Source: an optimization exercise on an open RTL-to-GDS flow (aim: a short achievable clock period and few clock cycles). Production flows keep margins and buffers that such runs may drop. The RTL was checked by simulation tests, not by an equivalence proof against the original design. No driver is modelled on the clock port, so clock power and skew are understated where the tree is cut down; a real chip needs a root buffer or a tree. Power and IR drop assume default switching activity.

Setup of red:
==> module score_board, before the edit <==
module score_board
(
	input  logic             clock_builtin_50MHZ,
	input  logic             reset,
	input  logic [7:0]       entry,     
	input  logic             press_act,    
	input  logic             arm_win_c,    
	input  logic             arm_place_c,  
	input  logic             arm_win_w,    
	input  logic             arm_place_w,
	output game_pkg::digit_t move_count_tens,
	output game_pkg::digit_t move_count_ones,
	output game_pkg::digit_t win_count_tens,
	output game_pkg::digit_t win_count_ones,
	output game_pkg::coord_t last_x,
	output game_pkg::coord_t last_y
);
	localparam game_pkg::digit_t top_digit = 4'd9;
	function automatic logic [7:0] dec_inc(input game_pkg::digit_t tens,
	                                       input game_pkg::digit_t ones);
		logic [7:0] result;
		if (ones != top_digit)
		begin
			result = {tens, ones + 4'd1};
		end
		else if (tens != top_digit)
		begin
			result = {tens + 4'd1, 4'd0};  
		end
		else
		begin
			result = 8'h00;
		end
		dec_inc = result;
	endfunction
	logic [7:0] moves_inv;
	logic [7:0] wins_inv;
	logic [7:0] moves;
	logic [7:0] wins;
	logic [7:0] moves_next;
	logic [7:0] wins_next;
	assign moves = ~moves_inv;
	assign wins  = ~wins_inv;
	logic [7:0] moves_inc;
	logic [7:0] wins_inc;
	logic [7:0] moves_0;  
	logic [7:0] wins_0;
	logic [7:0] moves_1;  
	logic [7:0] wins_1;
	logic [3:0] entry_x;
	logic [3:0] entry_y;
	logic [3:0] last_x_0;
	logic [3:0] last_y_0;
	logic [3:0] last_x_1;
	logic [3:0] last_y_1;
	assign moves_inc = dec_inc(moves[7:4], moves[3:0]);
	assign wins_inc  = dec_inc(wins[7:4], wins[3:0]);
	assign entry_x   = {entry[0], entry[1], entry[2], entry[3]};
	assign entry_y   = {entry[4], entry[5], entry[6], entry[7]};
	assign moves_0 = arm_win_w ? 8'h00 : (arm_place_w ? moves_inc : moves);
	assign wins_0  = arm_win_w ? wins_inc : wins;
	assign moves_1 = (arm_win_w || arm_win_c) ? 8'h00 :
		((arm_place_w || arm_place_c) ? moves_inc : moves);
	assign wins_1  = (arm_win_w || arm_win_c) ? wins_inc : wins;
	assign last_x_0 = arm_place_w ? entry_x : last_x;
	assign last_y_0 = arm_place_w ? entry_y : last_y;
	assign last_x_1 = (arm_place_w || arm_place_c) ? entry_x : last_x;
	assign last_y_1 = (arm_place_w || arm_place_c) ? entry_y : last_y;
	logic [3:0] last_x_next;
	logic [3:0] last_y_next;
	logic [7:0] moves_inv_next;
	logic [7:0] wins_inv_next;
	press_mux #(.width(24), .reset_value(24'h0)) u_port_mux (
		.reset     (reset),
		.press     (press_act),
		.if_press  ({moves_1, wins_1, last_x_1, last_y_1}),
		.if_none   ({moves_0, wins_0, last_x_0, last_y_0}),
		.y         ({moves_next, wins_next, last_x_next, last_y_next})
	);
	press_mux #(.width(16), .reset_value(16'hffff)) u_inv_mux (
		.reset     (reset),
		.press     (press_act),
		.if_press  (~{moves_1, wins_1}),
		.if_none   (~{moves_0, wins_0}),
		.y         ({moves_inv_next, wins_inv_next})
	);
	always_ff @(posedge clock_builtin_50MHZ)
	begin
		{move_count_tens, move_count_ones} <= moves_next;
		{win_count_tens, win_count_ones}   <= wins_next;
		moves_inv <= moves_inv_next;
		wins_inv  <= wins_inv_next;
		last_x    <= last_x_next;
		last_y    <= last_y_next;
	end
endmodule
==> flow/config.mk <==
export PLATFORM = sky130hd
export DESIGN_NAME = game_top
export DESIGN_NICKNAME = game_top
export VERILOG_FILES = /design/flow/design.v
export SDC_FILE = /design/flow/constraint.sdc
export NUM_CORES = 4
export LEC_CHECK = 0
export ABC_CLOCK_PERIOD_IN_PS = 2000
export CAP_MARGIN = 20
export CORE_MARGIN = 2
export CORE_UTILIZATION = 25
export PLACE_DENSITY = 0.4
export SETUP_SLACK_MARGIN = 5
export SLEW_MARGIN = 20
export SYNTH_HIERARCHICAL = 1
export SYNTH_MINIMUM_KEEP_SIZE = 0
export TNS_END_PERCENT = 100
==> flow/constraint.sdc <==
create_clock -name core_clock -period 8.0 [get_ports {clock_builtin_50MHZ}]
set_input_delay 1.6000 -clock core_clock [delete_from_list [all_inputs] [get_ports {clock_builtin_50MHZ}]]
set_output_delay 1.6000 -clock core_clock [all_outputs]
set_load 0.01 [all_outputs]
standard.sh (not shown) runs the stock make flow with config.mk's settings and CLKGATE_MAP_FILE= SYNTH_SCRIPT=/design/flow/synth_recipe.tcl, a recipe that flattens the netlist after the stock synthesis.
==> flow/flow/run.sh <==
#!/bin/bash
set -euo pipefail
here=$(pwd)
extra="MATCH_CELL_FOOTPRINT=0 \"BUFFER_PORTS_ARGS=-buffer_cell sky130_fd_sc_hd__buf_4\" PRE_CTS_TCL=$here/flow/pre_cts.tcl"
sed -e "s|\"\${@:-finish}\"|$extra \"\${@:-finish}\"|" \
    -e "s|SETUP_SLACK_MARGIN=[0-9.]*|SETUP_SLACK_MARGIN=6|" standard.sh > standard_mod.sh
grep -q MATCH_CELL_FOOTPRINT=0 standard_mod.sh
grep -q SETUP_SLACK_MARGIN=6 standard_mod.sh
bash standard_mod.sh finish > flow_make.log 2>&1
Other scripts of this flow, unchanged in this note and not shown: flow/flow/clock_tree.tcl, flow/flow/pre_cts.tcl
Testbench counts of red, summed over its fixed seeds: cycles 65,736.
Setup changes, red to blue
--- a/flow/design.v
+++ b/flow/design.v
@@ -1322,6 +1322,10 @@
 	logic [7:0] wins_next;
 	assign moves = ~moves_inv;
 	assign wins  = ~wins_inv;
+	logic [7:0] last_inv;
+	logic [3:0] last_x_q;
+	logic [3:0] last_y_q;
+	assign {last_x_q, last_y_q} = ~last_inv;
 	logic [7:0] moves_inc;
 	logic [7:0] wins_inc;
 	logic [7:0] moves_0;  
@@ -1343,14 +1347,15 @@
 	assign moves_1 = (arm_win_w || arm_win_c) ? 8'h00 :
 		((arm_place_w || arm_place_c) ? moves_inc : moves);
 	assign wins_1  = (arm_win_w || arm_win_c) ? wins_inc : wins;
-	assign last_x_0 = arm_place_w ? entry_x : last_x;
-	assign last_y_0 = arm_place_w ? entry_y : last_y;
-	assign last_x_1 = (arm_place_w || arm_place_c) ? entry_x : last_x;
-	assign last_y_1 = (arm_place_w || arm_place_c) ? entry_y : last_y;
+	assign last_x_0 = arm_place_w ? entry_x : last_x_q;
+	assign last_y_0 = arm_place_w ? entry_y : last_y_q;
+	assign last_x_1 = (arm_place_w || arm_place_c) ? entry_x : last_x_q;
+	assign last_y_1 = (arm_place_w || arm_place_c) ? entry_y : last_y_q;
 	logic [3:0] last_x_next;
 	logic [3:0] last_y_next;
 	logic [7:0] moves_inv_next;
 	logic [7:0] wins_inv_next;
+	logic [7:0] last_inv_next;
 	press_mux #(.width(24), .reset_value(24'h0)) u_port_mux (
 		.reset     (reset),
 		.press     (press_act),
@@ -1358,12 +1363,12 @@
 		.if_none   ({moves_0, wins_0, last_x_0, last_y_0}),
 		.y         ({moves_next, wins_next, last_x_next, last_y_next})
 	);
-	press_mux #(.width(16), .reset_value(16'hffff)) u_inv_mux (
+	press_mux #(.width(24), .reset_value(24'hffffff)) u_inv_mux (
 		.reset     (reset),
 		.press     (press_act),
-		.if_press  (~{moves_1, wins_1}),
-		.if_none   (~{moves_0, wins_0}),
-		.y         ({moves_inv_next, wins_inv_next})
+		.if_press  (~{moves_1, wins_1, last_x_1, last_y_1}),
+		.if_none   (~{moves_0, wins_0, last_x_0, last_y_0}),
+		.y         ({moves_inv_next, wins_inv_next, last_inv_next})
 	);
 	always_ff @(posedge clock_builtin_50MHZ)
 	begin
@@ -1371,6 +1376,7 @@
 		{win_count_tens, win_count_ones}   <= wins_next;
 		moves_inv <= moves_inv_next;
 		wins_inv  <= wins_inv_next;
+		last_inv  <= last_inv_next;
 		last_x    <= last_x_next;
 		last_y    <= last_y_next;
 	end
==> comparison <==
blue vs. red: total power grew by about 4%; part of the cycle the worst path needs held; sequential cell count saw an increase. For the number of well taps, blue came in 62 higher than red did. blue vs. red: fraction of power consumed by combinational cells went up by 2.1 points, transition at the pin with the smallest max-transition slack decreased by 0.063 ns relative to the old numbers, initial antenna violation count now sits higher, detailed-route via count increased by 561 relative to the old numbers. The flow did not stop early for blue: all stages ran, and the layout cleared the timing, design-rule and antenna checks.
Testbench counts of blue, summed over its fixed seeds: cycles 65,736.
In every run of this note, the design's own scripts or RTL, not TritonCTS, make the clock network.

afterwards: timing with drivers on the ports:
No port has a modelled driver above. Below, the same layouts with a new extraction and two added sets of constraints.
Step 1, drivers: a clkbuf_16 drives clock_builtin_50MHZ and a buf_2 each remaining input, both assumed.
Step 2 adds t to the input delays and takes it off the output delays; t is the mean of the earliest and latest rising clock arrival at the registers after step 1. Input paths then give back, and output paths get back, about the clock's delay inside the block.
Slacks: ideal / step 1 / step 2; pairs: ideal / step 1.
| run | t (ns) | slack for setup (ns) | clock arrival spread, ns | cell pins on the clock port's net |
|---|---|---|---|---|
| red | 0.423 | 5.611 / 5.460 / 5.231 | 0.077 / 0.077 | 4 |
| blue | 0.437 | 5.622 / 5.474 / 5.098 | 0.036 / 0.036 | 4 |
After both steps every run listed still meets setup and hold. The setup slack of blue, which loses most, moves by -0.148 ns with the drivers and by -0.524 ns with both steps.
